Background: an optimization exercise with open tools, aiming at a short achievable clock period and few clock cycles. Do not read the settings as production practice.
In this exercise RTL edits were held to simulation tests only and were not proved equivalent to the original.
The clock port is modelled as an ideal driver; clocking choices that lean on that would not hold on a real chip.
Power figures rest on the tool's default switching activity, not on a simulated workload.

==> 09-06: inputs <==
## cpuTop
module cpuTop (
    input  logic        clk,
    input  logic        reset,
    input  logic        loadEnable,
    input  logic        loadToData,
    input  logic [5:0]  loadAddr,
    input  logic [31:0] loadData,
    output logic [31:0] pc,
    output logic        wbEnable,
    output logic [4:0]  wbDest,
    output logic [31:0] wbData
);
    logic stall;
    logic [20:0] slot0, slot1, slot2;
    logic exWrites, exFwdA, exFwdB, exFwdStore, exCarryAdd, exCarrySub;
    logic [4:0] exDest, exFnHot;
    logic [15:0] exOpAH, exOpBH, resL;
    logic [31:0] exStoreB;
    logic [63:0] exLoadSel, exStoreSel;
    logic [31:1] wbHot;
    logic [31:0] wbFwdN, wb2;
    fetchStage fetch (
        .clk(clk),
        .reset(reset),
        .advance(!stall),
        .loadEnable(loadEnable),
        .loadToData(loadToData),
        .loadAddr(loadAddr),
        .loadData(loadData),
        .pc(pc),
        .slot0(slot0),
        .slot1(slot1),
        .slot2(slot2)
    );
    decodeStage decode (
        .clk(clk),
        .reset(reset),
        .loadEnable(loadEnable),
        .loadToData(loadToData),
        .slot0(slot0),
        .slot1(slot1),
        .slot2(slot2),
        .wbHot(wbHot),
        .wbFwdN(wbFwdN),
        .wb2(wb2),
        .stall(stall),
        .exWrites(exWrites),
        .exDest(exDest),
        .exFnHot(exFnHot),
        .exCarryAdd(exCarryAdd),
        .exCarrySub(exCarrySub),
        .exFwdA(exFwdA),
        .exFwdB(exFwdB),
        .exFwdStore(exFwdStore),
        .exOpAH(exOpAH),
        .exOpBH(exOpBH),
        .exStoreB(exStoreB),
        .resL(resL),
        .exLoadSel(exLoadSel),
        .exStoreSel(exStoreSel)
    );
    executeStage execute (
        .clk(clk),
        .reset(reset),
        .exWrites(exWrites),
        .exDest(exDest),
        .exFnHot(exFnHot),
        .exCarryAdd(exCarryAdd),
        .exCarrySub(exCarrySub),
        .exFwdA(exFwdA),
        .exFwdB(exFwdB),
        .exFwdStore(exFwdStore),
        .exOpAH(exOpAH),
        .exOpBH(exOpBH),
  ...
clock: 6.0 ns
lec_check: 0
abc_clock_period_in_ps: 2500
cap_margin: 20
core_margin: 2
core_utilization: 40
setup_slack_margin: 3.1
slew_margin: 20
tns_end_percent: 30
standard.sh (not shown) runs the stock make flow with config.mk's settings and CLKGATE_MAP_FILE= SYNTH_SCRIPT=/design/flow/synth_recipe.tcl, a recipe that flattens the netlist after the stock synthesis.
==> flow/flow/run.sh <==
#!/bin/bash
# The standard layout, with one more timing repair after clock tree synthesis
# (post_cts.tcl, run by ORFS's POST_CTS_TCL hook). Each tool's output goes to
# ORFS's own logs under orfs/logs; what standard.sh prints goes to standard.log.
set -euo pipefail
export POST_CTS_TCL="$PWD/flow/post_cts.tcl"
bash standard.sh > standard.log 2>&1
==> flow/flow/post_cts.tcl <==
# Sourced by ORFS's cts.tcl after its own repair, before 4_1_cts.odb is written.
# 1. The output port buffers that buffer_ports made from delay cells become
#    plain buffers (each port keeps its one buffer).
# 2. Setup repair again, aiming at a 2.7 ns period, over all violating
#    endpoints, twice, then hold repair,
#    then legalise the placement.
set resized 0
foreach inst [get_cells output*] {
  if { [string match "*dly*" [get_property $inst ref_name]] } {
    replace_cell $inst sky130_fd_sc_hd__buf_4
    incr resized
  }
}
puts "post_cts: $resized output buffers made plain"
estimate_parasitics -placement
report_worst_slack
foreach pass {1 2} {
  repair_timing -setup -setup_margin 3.3 -repair_tns 100 -verbose
  report_worst_slack
}
repair_timing -hold -hold_margin 0 -verbose
detailed_placement
check_placement -verbose
estimate_parasitics -placement
report_worst_slack
report_worst_slack -min
==> 07-19 (differences from 09-06) <==
--- a/flow/design.v
+++ b/flow/design.v
@@ -97,21 +97,29 @@
         pendLoad <= loadEnable && !loadToData;
         pendAddr <= loadAddr;
         pendData <= loadData;
     end
     controlDecoder predecode (
         .instr(pendData),
         .word(loadWord)
     );
+    logic turn;
+    logic [63:0] hit;
+    assign turn = !reset && advance;
+    always_comb begin
+        for (int i = 0; i < 64; i++) begin
+            hit[i] = pendLoad && pendAddr == (turn ? 6'((i + 26) % 64) : 6'((i + 25) % 64));
+        end
+    end
     always_ff @(posedge clk) begin
         for (int i = 0; i < 64; i++) begin
-            if (pendLoad && pendAddr == 6'((i + 25) % 64)) begin
+            if (hit[i]) begin
                 ring[i] <= loadWord;
-            end else if (!reset && advance) begin
+            end else if (turn) begin
                 ring[i] <= ring[(i + 1) % 64];
             end
         end
     end
     assign slot0 = ring[0];
     assign slot1 = ring[1];
     assign slot2 = ring[2];
     logic [31:0] nextPc;
@@ -125,22 +133,22 @@
         end
     end
 endmodule
 module decodeStage (
     input  logic        clk,
     input  logic        reset,
     input  logic        loadEnable,
     input  logic        loadToData,
+    input  logic [5:0]  loadAddr,
     input  logic [20:0] slot0,
     input  logic [20:0] slot1,
     input  logic [20:0] slot2,
     input  logic [31:1] wbHot,
     input  logic [31:0] wbFwdN,
-    input  logic [31:0] wb2,
     output logic        stall,
     output logic        exWrites,
     output logic [4:0]  exDest,
     output logic [4:0]  exFnHot,
     output logic        exCarryAdd,
     output logic        exCarrySub,
     output logic        exFwdA,
     output logic        exFwdB,
@@ -179,28 +187,29 @@
     endfunction
     logic stallNext;
     logic [20:0] next;
     logic [31:1] selA, selB;
     assign stallNext = !reset && !stall && fIsLoad(slot0) && fWrites(slot0)
                        && ((slot1[20:18] != 3'd0 && fRs(slot1) == fDest(slot0))
                            || (fIsAlu(slot1) && fRt(slot1) == fDest(slot0)));
     always_ff @(posedge clk) begin
-        stall <= reset ? loadEnable && !loadToData : stallNext;
+        stall <= reset ? loadEnable && !loadToData && (loadAddr == 6'd25 || loadAddr == 6'd26)
+                       : stallNext;
     end
     assign next = (reset || stall) ? slot0 : slot1;
     always_ff @(posedge clk) begin
         selA <= (reset || stall || stallNext) ? fHot(fRs(slot1)) : fHot(fRs(slot2));
         selB <= (reset || stall || stallNext) ? fHot(fRt(slot1)) : fHot(fRt(slot2));
     end
     logic [31:0] regA, regB, readA, readB;
-    logic hit0A, hit0B, hit1A, hit1B, hit2A, hit2B;
+    logic hit0A, hit0B;
     logic nHit0A, nHit0B, nHit1A, nHit1B, nHit2A, nHit2B;
-    logic [3:0] pickLowA, pickLowB;
-    logic [3:1] pickFullA, pickFullB;
+    logic [2:0] pickLowA, pickLowB;
+    logic [2:1] pickFullA, pickFullB;
     registerFile rf (
         .clk(clk),
         .reset(reset),
         .selA(selA),
         .selB(selB),
         .writeHot(wbHot),
         .writeData(~wbFwdN),
         .dataA(regA),
@@ -208,59 +217,65 @@
     );
     assign nHit0A = !reset && !stall && fWrites(slot0) && fDest(slot0) == fRs(next);
     assign nHit0B = !reset && !stall && fWrites(slot0) && fDest(slot0) == fRt(next);
     assign nHit1A = exWrites && exDest == fRs(next);
     assign nHit1B = exWrites && exDest == fRt(next);
     assign nHit2A = |(wbHot & fHot(fRs(next)));
     assign nHit2B = |(wbHot & fHot(fRt(next)));
     always_ff @(posedge clk) begin
-        readA <= regA;
-        readB <= regB;
+        readA <= nHit2A ? ~wbFwdN : regA;
+        readB <= nHit2B ? ~wbFwdN : regB;
         hit0A <= nHit0A;
         hit0B <= nHit0B;
-        pickLowA <= {!nHit0A && !nHit1A && !nHit2A, !nHit0A && !nHit1A && nHit2A,
-                     !nHit0A && nHit1A, nHit0A};
-        pickLowB <= {!nHit0B && !nHit1B && !nHit2B, !nHit0B && !nHit1B && nHit2B,
-                     !nHit0B && nHit1B, nHit0B};
-        pickFullA <= {!nHit1A && !nHit2A, !nHit1A && nHit2A, nHit1A};
-        pickFullB <= {!nHit1B && !nHit2B, !nHit1B && nHit2B, nHit1B};
+        pickLowA <= {!nHit0A && !nHit1A, !nHit0A && nHit1A, nHit0A};
+        pickLowB <= {!nHit0B && !nHit1B, !nHit0B && nHit1B, nHit0B};
+        pickFullA <= {!nHit1A, nHit1A};
+        pickFullB <= {!nHit1B, nHit1B};
     end
     logic [2:0] op;
     logic [4:0] fnHot;
     logic [31:0] fullA, fullB;
     logic [15:0] lowA, lowB, yL;
     logic carryAdd, carrySub;
-    logic [7:0] base, addrSum;
+    logic [7:0] addrSum;
     logic [7:0] highHot, lowHot, loadHigh, storeHigh;
     logic [63:0] loadHot, storeHot;
     assign op = slot0[20:18];
     always_comb begin
         for (int i = 0; i < 5; i++) begin
             fnHot[i] = op == 3'(i + 1);
         end
     end
-    assign fullA = ({32{pickFullA[1]}} & ~wbFwdN) | ({32{pickFullA[2]}} & wb2)
-                 | ({32{pickFullA[3]}} & readA);
-    assign fullB = ({32{pickFullB[1]}} & ~wbFwdN) | ({32{pickFullB[2]}} & wb2)
-                 | ({32{pickFullB[3]}} & readB);
+    assign fullA = ({32{pickFullA[1]}} & ~wbFwdN) | ({32{pickFullA[2]}} & readA);
+    assign fullB = ({32{pickFullB[1]}} & ~wbFwdN) | ({32{pickFullB[2]}} & readB);
     assign lowA = ({16{pickLowA[0]}} & resL) | ({16{pickLowA[1]}} & ~wbFwdN[15:0])
-                | ({16{pickLowA[2]}} & wb2[15:0]) | ({16{pickLowA[3]}} & readA[15:0]);
+                | ({16{pickLowA[2]}} & readA[15:0]);
     assign lowB = ({16{pickLowB[0]}} & resL) | ({16{pickLowB[1]}} & ~wbFwdN[15:0])
-                | ({16{pickLowB[2]}} & wb2[15:0]) | ({16{pickLowB[3]}} & readB[15:0]);
+                | ({16{pickLowB[2]}} & readB[15:0]);
     aluUnit #(.W(16)) aluLow (
         .fnHot(fnHot),
         .a(lowA),
         .b(lowB),
         .y(yL),
         .carryAddOut(carryAdd),
         .carrySubOut(carrySub)
     );
-    assign base = lowA[7:0];
-    assign addrSum = base + slot0[7:0];
+    logic [7:0] baseSrc [3];
+    logic [7:0] baseSum [3];
+    assign baseSrc[0] = resL[7:0];
+    assign baseSrc[1] = ~wbFwdN[7:0];
+    assign baseSrc[2] = readA[7:0];
+    always_comb begin
+        addrSum = '0;
+        for (int k = 0; k < 3; k++) begin
+            baseSum[k] = baseSrc[k] + slot0[7:0];
+            addrSum = addrSum | ({8{pickLowA[k]}} & baseSum[k]);
+        end
+    end
     always_comb begin
         for (int i = 0; i < 8; i++) begin
             highHot[i] = addrSum[7:5] == 3'(i);
             lowHot[i] = addrSum[4:2] == 3'(i);
         end
         loadHigh = highHot & {8{op == opLoad}};
         storeHigh = highHot & {8{op == opStore}};
         for (int i = 0; i < 64; i++) begin
@@ -312,17 +327,16 @@
     input  logic [63:0] exLoadSel,
     input  logic [63:0] exStoreSel,
     input  logic        loadEnable,
     input  logic        loadToData,
     input  logic [5:0]  loadAddr,
     input  logic [31:0] loadData,
     output logic [31:1] wbHot,
     output logic [31:0] wbFwdN,
-    output logic [31:0] wb2,
     output logic        wbEnable,
     output logic [4:0]  wbDest,
     output logic [31:0] wbData
 );
     logic [15:0] resH, a, b, yH, sum, diff;
     logic [31:0] storeData, loadWord, y;
     logic [16:0] sumWide, diffWide;
     assign a = exFwdA ? resH : exOpAH;
@@ -349,17 +363,16 @@
         .loadData(loadData),
         .loadWord(loadWord)
     );
     assign y = {yH, resL} | loadWord;
     always_ff @(posedge clk) begin
         resH <= yH;
         wbData <= y;
         wbFwdN <= ~y;
-        wb2 <= ~wbFwdN;
         for (int i = 1; i < 32; i++) begin
             wbHot[i] <= !reset && exWrites && exDest == 5'(i);
         end
     end
     always_ff @(posedge clk) begin
         if (reset) begin
             wbEnable <= 1'b0;
             wbDest <= 5'd0;
@@ -423,17 +436,17 @@
     logic stall;
     logic [20:0] slot0, slot1, slot2;
     logic exWrites, exFwdA, exFwdB, exFwdStore, exCarryAdd, exCarrySub;
     logic [4:0] exDest, exFnHot;
     logic [15:0] exOpAH, exOpBH, resL;
     logic [31:0] exStoreB;
     logic [63:0] exLoadSel, exStoreSel;
     logic [31:1] wbHot;
-    logic [31:0] wbFwdN, wb2;
+    logic [31:0] wbFwdN;
     fetchStage fetch (
         .clk(clk),
         .reset(reset),
         .advance(!stall),
         .loadEnable(loadEnable),
         .loadToData(loadToData),
         .loadAddr(loadAddr),
         .loadData(loadData),
@@ -442,22 +455,22 @@
         .slot1(slot1),
         .slot2(slot2)
     );
     decodeStage decode (
         .clk(clk),
         .reset(reset),
         .loadEnable(loadEnable),
         .loadToData(loadToData),
+        .loadAddr(loadAddr),
         .slot0(slot0),
         .slot1(slot1),
         .slot2(slot2),
         .wbHot(wbHot),
         .wbFwdN(wbFwdN),
-        .wb2(wb2),
         .stall(stall),
         .exWrites(exWrites),
         .exDest(exDest),
         .exFnHot(exFnHot),
         .exCarryAdd(exCarryAdd),
         .exCarrySub(exCarrySub),
         .exFwdA(exFwdA),
         .exFwdB(exFwdB),
@@ -487,14 +500,13 @@
         .exLoadSel(exLoadSel),
         .exStoreSel(exStoreSel),
         .loadEnable(loadEnable),
         .loadToData(loadToData),
         .loadAddr(loadAddr),
         .loadData(loadData),
         .wbHot(wbHot),
         .wbFwdN(wbFwdN),
-        .wb2(wb2),
         .wbEnable(wbEnable),
         .wbDest(wbDest),
         .wbData(wbData)
     );
 endmodule
==> flow/flow/post_cts.tcl (replaced) <==
# Sourced by ORFS's cts.tcl after its own repair, before 4_1_cts.odb is written.
# 1. The output port buffers that buffer_ports made from delay cells become
#    plain buffers (each port keeps its one buffer).
# 2. Setup repair again, aiming at a 2.6 ns period, over all violating
#    endpoints, twice, then hold repair,
#    then legalise the placement.
set resized 0
foreach inst [get_cells output*] {
  if { [string match "*dly*" [get_property $inst ref_name]] } {
    replace_cell $inst sky130_fd_sc_hd__buf_4
    incr resized
  }
}
puts "post_cts: $resized output buffers made plain"
estimate_parasitics -placement
report_worst_slack
foreach pass {1 2} {
  repair_timing -setup -setup_margin 3.4 -repair_tns 100 -verbose
  report_worst_slack
}
repair_timing -hold -hold_margin 0 -verbose
detailed_placement
check_placement -verbose
estimate_parasitics -placement
report_worst_slack
report_worst_slack -min
- CORE_UTILIZATION: 40 -> 38
- SETUP_SLACK_MARGIN: 3.1 -> 3.3
- TNS_END_PERCENT: 30 -> 100
==> 10-10 (differences from 09-06) <==
--- a/flow/design.v
+++ b/flow/design.v
@@ -97,21 +97,29 @@
         pendLoad <= loadEnable && !loadToData;
         pendAddr <= loadAddr;
         pendData <= loadData;
     end
     controlDecoder predecode (
         .instr(pendData),
         .word(loadWord)
     );
+    logic turn;
+    logic [63:0] hit;
+    assign turn = !reset && advance;
+    always_comb begin
+        for (int i = 0; i < 64; i++) begin
+            hit[i] = pendLoad && pendAddr == (turn ? 6'((i + 26) % 64) : 6'((i + 25) % 64));
+        end
+    end
     always_ff @(posedge clk) begin
         for (int i = 0; i < 64; i++) begin
-            if (pendLoad && pendAddr == 6'((i + 25) % 64)) begin
+            if (hit[i]) begin
                 ring[i] <= loadWord;
-            end else if (!reset && advance) begin
+            end else if (turn) begin
                 ring[i] <= ring[(i + 1) % 64];
             end
         end
     end
     assign slot0 = ring[0];
     assign slot1 = ring[1];
     assign slot2 = ring[2];
     logic [31:0] nextPc;
@@ -125,22 +133,22 @@
         end
     end
 endmodule
 module decodeStage (
     input  logic        clk,
     input  logic        reset,
     input  logic        loadEnable,
     input  logic        loadToData,
+    input  logic [5:0]  loadAddr,
     input  logic [20:0] slot0,
     input  logic [20:0] slot1,
     input  logic [20:0] slot2,
     input  logic [31:1] wbHot,
     input  logic [31:0] wbFwdN,
-    input  logic [31:0] wb2,
     output logic        stall,
     output logic        exWrites,
     output logic [4:0]  exDest,
     output logic [4:0]  exFnHot,
     output logic        exCarryAdd,
     output logic        exCarrySub,
     output logic        exFwdA,
     output logic        exFwdB,
@@ -179,28 +187,29 @@
     endfunction
     logic stallNext;
     logic [20:0] next;
     logic [31:1] selA, selB;
     assign stallNext = !reset && !stall && fIsLoad(slot0) && fWrites(slot0)
                        && ((slot1[20:18] != 3'd0 && fRs(slot1) == fDest(slot0))
                            || (fIsAlu(slot1) && fRt(slot1) == fDest(slot0)));
     always_ff @(posedge clk) begin
-        stall <= reset ? loadEnable && !loadToData : stallNext;
+        stall <= reset ? loadEnable && !loadToData && (loadAddr == 6'd25 || loadAddr == 6'd26)
+                       : stallNext;
     end
     assign next = (reset || stall) ? slot0 : slot1;
     always_ff @(posedge clk) begin
         selA <= (reset || stall || stallNext) ? fHot(fRs(slot1)) : fHot(fRs(slot2));
         selB <= (reset || stall || stallNext) ? fHot(fRt(slot1)) : fHot(fRt(slot2));
     end
     logic [31:0] regA, regB, readA, readB;
-    logic hit0A, hit0B, hit1A, hit1B, hit2A, hit2B;
+    logic hit0A, hit0B;
     logic nHit0A, nHit0B, nHit1A, nHit1B, nHit2A, nHit2B;
-    logic [3:0] pickLowA, pickLowB;
-    logic [3:1] pickFullA, pickFullB;
+    logic [2:0] pickLowA, pickLowB;
+    logic [2:1] pickFullA, pickFullB;
     registerFile rf (
         .clk(clk),
         .reset(reset),
         .selA(selA),
         .selB(selB),
         .writeHot(wbHot),
         .writeData(~wbFwdN),
         .dataA(regA),
@@ -208,59 +217,65 @@
     );
     assign nHit0A = !reset && !stall && fWrites(slot0) && fDest(slot0) == fRs(next);
     assign nHit0B = !reset && !stall && fWrites(slot0) && fDest(slot0) == fRt(next);
     assign nHit1A = exWrites && exDest == fRs(next);
     assign nHit1B = exWrites && exDest == fRt(next);
     assign nHit2A = |(wbHot & fHot(fRs(next)));
     assign nHit2B = |(wbHot & fHot(fRt(next)));
     always_ff @(posedge clk) begin
-        readA <= regA;
-        readB <= regB;
+        readA <= nHit2A ? ~wbFwdN : regA;
+        readB <= nHit2B ? ~wbFwdN : regB;
         hit0A <= nHit0A;
         hit0B <= nHit0B;
-        pickLowA <= {!nHit0A && !nHit1A && !nHit2A, !nHit0A && !nHit1A && nHit2A,
-                     !nHit0A && nHit1A, nHit0A};
-        pickLowB <= {!nHit0B && !nHit1B && !nHit2B, !nHit0B && !nHit1B && nHit2B,
-                     !nHit0B && nHit1B, nHit0B};
-        pickFullA <= {!nHit1A && !nHit2A, !nHit1A && nHit2A, nHit1A};
-        pickFullB <= {!nHit1B && !nHit2B, !nHit1B && nHit2B, nHit1B};
+        pickLowA <= {!nHit0A && !nHit1A, !nHit0A && nHit1A, nHit0A};
+        pickLowB <= {!nHit0B && !nHit1B, !nHit0B && nHit1B, nHit0B};
+        pickFullA <= {!nHit1A, nHit1A};
+        pickFullB <= {!nHit1B, nHit1B};
     end
     logic [2:0] op;
     logic [4:0] fnHot;
     logic [31:0] fullA, fullB;
     logic [15:0] lowA, lowB, yL;
     logic carryAdd, carrySub;
-    logic [7:0] base, addrSum;
+    logic [7:0] addrSum;
     logic [7:0] highHot, lowHot, loadHigh, storeHigh;
     logic [63:0] loadHot, storeHot;
     assign op = slot0[20:18];
     always_comb begin
         for (int i = 0; i < 5; i++) begin
             fnHot[i] = op == 3'(i + 1);
         end
     end
-    assign fullA = ({32{pickFullA[1]}} & ~wbFwdN) | ({32{pickFullA[2]}} & wb2)
-                 | ({32{pickFullA[3]}} & readA);
-    assign fullB = ({32{pickFullB[1]}} & ~wbFwdN) | ({32{pickFullB[2]}} & wb2)
-                 | ({32{pickFullB[3]}} & readB);
+    assign fullA = ({32{pickFullA[1]}} & ~wbFwdN) | ({32{pickFullA[2]}} & readA);
+    assign fullB = ({32{pickFullB[1]}} & ~wbFwdN) | ({32{pickFullB[2]}} & readB);
     assign lowA = ({16{pickLowA[0]}} & resL) | ({16{pickLowA[1]}} & ~wbFwdN[15:0])
-                | ({16{pickLowA[2]}} & wb2[15:0]) | ({16{pickLowA[3]}} & readA[15:0]);
+                | ({16{pickLowA[2]}} & readA[15:0]);
     assign lowB = ({16{pickLowB[0]}} & resL) | ({16{pickLowB[1]}} & ~wbFwdN[15:0])
-                | ({16{pickLowB[2]}} & wb2[15:0]) | ({16{pickLowB[3]}} & readB[15:0]);
+                | ({16{pickLowB[2]}} & readB[15:0]);
     aluUnit #(.W(16)) aluLow (
         .fnHot(fnHot),
         .a(lowA),
         .b(lowB),
         .y(yL),
         .carryAddOut(carryAdd),
         .carrySubOut(carrySub)
     );
-    assign base = lowA[7:0];
-    assign addrSum = base + slot0[7:0];
+    logic [7:0] baseSrc [3];
+    logic [7:0] baseSum [3];
+    assign baseSrc[0] = resL[7:0];
+    assign baseSrc[1] = ~wbFwdN[7:0];
+    assign baseSrc[2] = readA[7:0];
+    always_comb begin
+        addrSum = '0;
+        for (int k = 0; k < 3; k++) begin
+            baseSum[k] = baseSrc[k] + slot0[7:0];
+            addrSum = addrSum | ({8{pickLowA[k]}} & baseSum[k]);
+        end
+    end
     always_comb begin
         for (int i = 0; i < 8; i++) begin
             highHot[i] = addrSum[7:5] == 3'(i);
             lowHot[i] = addrSum[4:2] == 3'(i);
         end
         loadHigh = highHot & {8{op == opLoad}};
         storeHigh = highHot & {8{op == opStore}};
         for (int i = 0; i < 64; i++) begin
@@ -312,17 +327,16 @@
     input  logic [63:0] exLoadSel,
     input  logic [63:0] exStoreSel,
     input  logic        loadEnable,
     input  logic        loadToData,
     input  logic [5:0]  loadAddr,
     input  logic [31:0] loadData,
     output logic [31:1] wbHot,
     output logic [31:0] wbFwdN,
-    output logic [31:0] wb2,
     output logic        wbEnable,
     output logic [4:0]  wbDest,
     output logic [31:0] wbData
 );
     logic [15:0] resH, a, b, yH, sum, diff;
     logic [31:0] storeData, loadWord, y;
     logic [16:0] sumWide, diffWide;
     assign a = exFwdA ? resH : exOpAH;
@@ -349,17 +363,16 @@
         .loadData(loadData),
         .loadWord(loadWord)
     );
     assign y = {yH, resL} | loadWord;
     always_ff @(posedge clk) begin
         resH <= yH;
         wbData <= y;
         wbFwdN <= ~y;
-        wb2 <= ~wbFwdN;
         for (int i = 1; i < 32; i++) begin
             wbHot[i] <= !reset && exWrites && exDest == 5'(i);
         end
     end
     always_ff @(posedge clk) begin
         if (reset) begin
             wbEnable <= 1'b0;
             wbDest <= 5'd0;
@@ -423,17 +436,17 @@
     logic stall;
     logic [20:0] slot0, slot1, slot2;
     logic exWrites, exFwdA, exFwdB, exFwdStore, exCarryAdd, exCarrySub;
     logic [4:0] exDest, exFnHot;
     logic [15:0] exOpAH, exOpBH, resL;
     logic [31:0] exStoreB;
     logic [63:0] exLoadSel, exStoreSel;
     logic [31:1] wbHot;
-    logic [31:0] wbFwdN, wb2;
+    logic [31:0] wbFwdN;
     fetchStage fetch (
         .clk(clk),
         .reset(reset),
         .advance(!stall),
         .loadEnable(loadEnable),
         .loadToData(loadToData),
         .loadAddr(loadAddr),
         .loadData(loadData),
@@ -442,22 +455,22 @@
         .slot1(slot1),
         .slot2(slot2)
     );
     decodeStage decode (
         .clk(clk),
         .reset(reset),
         .loadEnable(loadEnable),
         .loadToData(loadToData),
+        .loadAddr(loadAddr),
         .slot0(slot0),
         .slot1(slot1),
         .slot2(slot2),
         .wbHot(wbHot),
         .wbFwdN(wbFwdN),
-        .wb2(wb2),
         .stall(stall),
         .exWrites(exWrites),
         .exDest(exDest),
         .exFnHot(exFnHot),
         .exCarryAdd(exCarryAdd),
         .exCarrySub(exCarrySub),
         .exFwdA(exFwdA),
         .exFwdB(exFwdB),
@@ -487,14 +500,13 @@
         .exLoadSel(exLoadSel),
         .exStoreSel(exStoreSel),
         .loadEnable(loadEnable),
         .loadToData(loadToData),
         .loadAddr(loadAddr),
         .loadData(loadData),
         .wbHot(wbHot),
         .wbFwdN(wbFwdN),
-        .wb2(wb2),
         .wbEnable(wbEnable),
         .wbDest(wbDest),
         .wbData(wbData)
     );
 endmodule
- TNS_END_PERCENT: 30 -> 100
==> comparison <==
Between 09-06 and 07-19, the lower count of clock-buffer cells in the layout is in 07-19 (gap 22).
In 07-19 the maximum frequency is lower than in 10-10, by about 0.2%.
09-06 went through all stages and came out clean. 07-19 completed, yet does not pass: capacitance limit, slew limit. 10-10 completed without violations.
Against 07-19, the die area of 10-10 is smaller by 5.0%.
In sequential power, 07-19 and 10-10 hardly differ.
In area after synthesis, 10-10 and 09-06 hardly differ.
The highest combinational power belongs to 07-19, the lowest to 09-06.
Between 07-19 and 10-10, the lower cell count is in 10-10 (gap 1.5%, measured against 10-10).
Between 07-19 and 10-10, the lower via count is in 10-10 (gap 1.5%, measured against 10-10).
In clock power, 10-10 and 07-19 hardly differ.
Between 09-06 and 07-19, the lower design area is in 09-06 (gap about 2.3%, measured against 07-19).
Testbench counts of 09-06, summed over its fixed seeds: cycles 8,393.
Testbench counts of 07-19, summed over its fixed seeds: cycles 8,357.
Testbench counts of 10-10, summed over its fixed seeds: cycles 8,357.

[re-timing with driven ports]
In the flow no input, the clock included, has a driving cell. The finished layouts below were timed again as built, in two steps.
Step 1 sets driving cells, clkbuf_16 on the clock port and buf_2 on the other inputs (assumed; they add their load-dependent delay and slew).
Step 2 moves the port delays by t, midway between the first and last clock arrival at a register: inputs arrive t later, outputs are due t later. That takes back most of the time a late clock gives input paths.
Slacks: no drivers / after step 1 / after step 2; pairs: no drivers / after step 1.
run	t (ns)	setup WS [ns]	worst setup path at the end
09-06	1.177	2.848 / 2.848 / 1.921	input to register
07-19	1.230	2.861 / 2.861 / 2.168	input to register
10-10	1.194	2.867 / 2.825 / 1.632	input to register
The setup slack of 10-10, which loses most, moves by -0.042 ns with the drivers and by -1.235 ns with both steps.
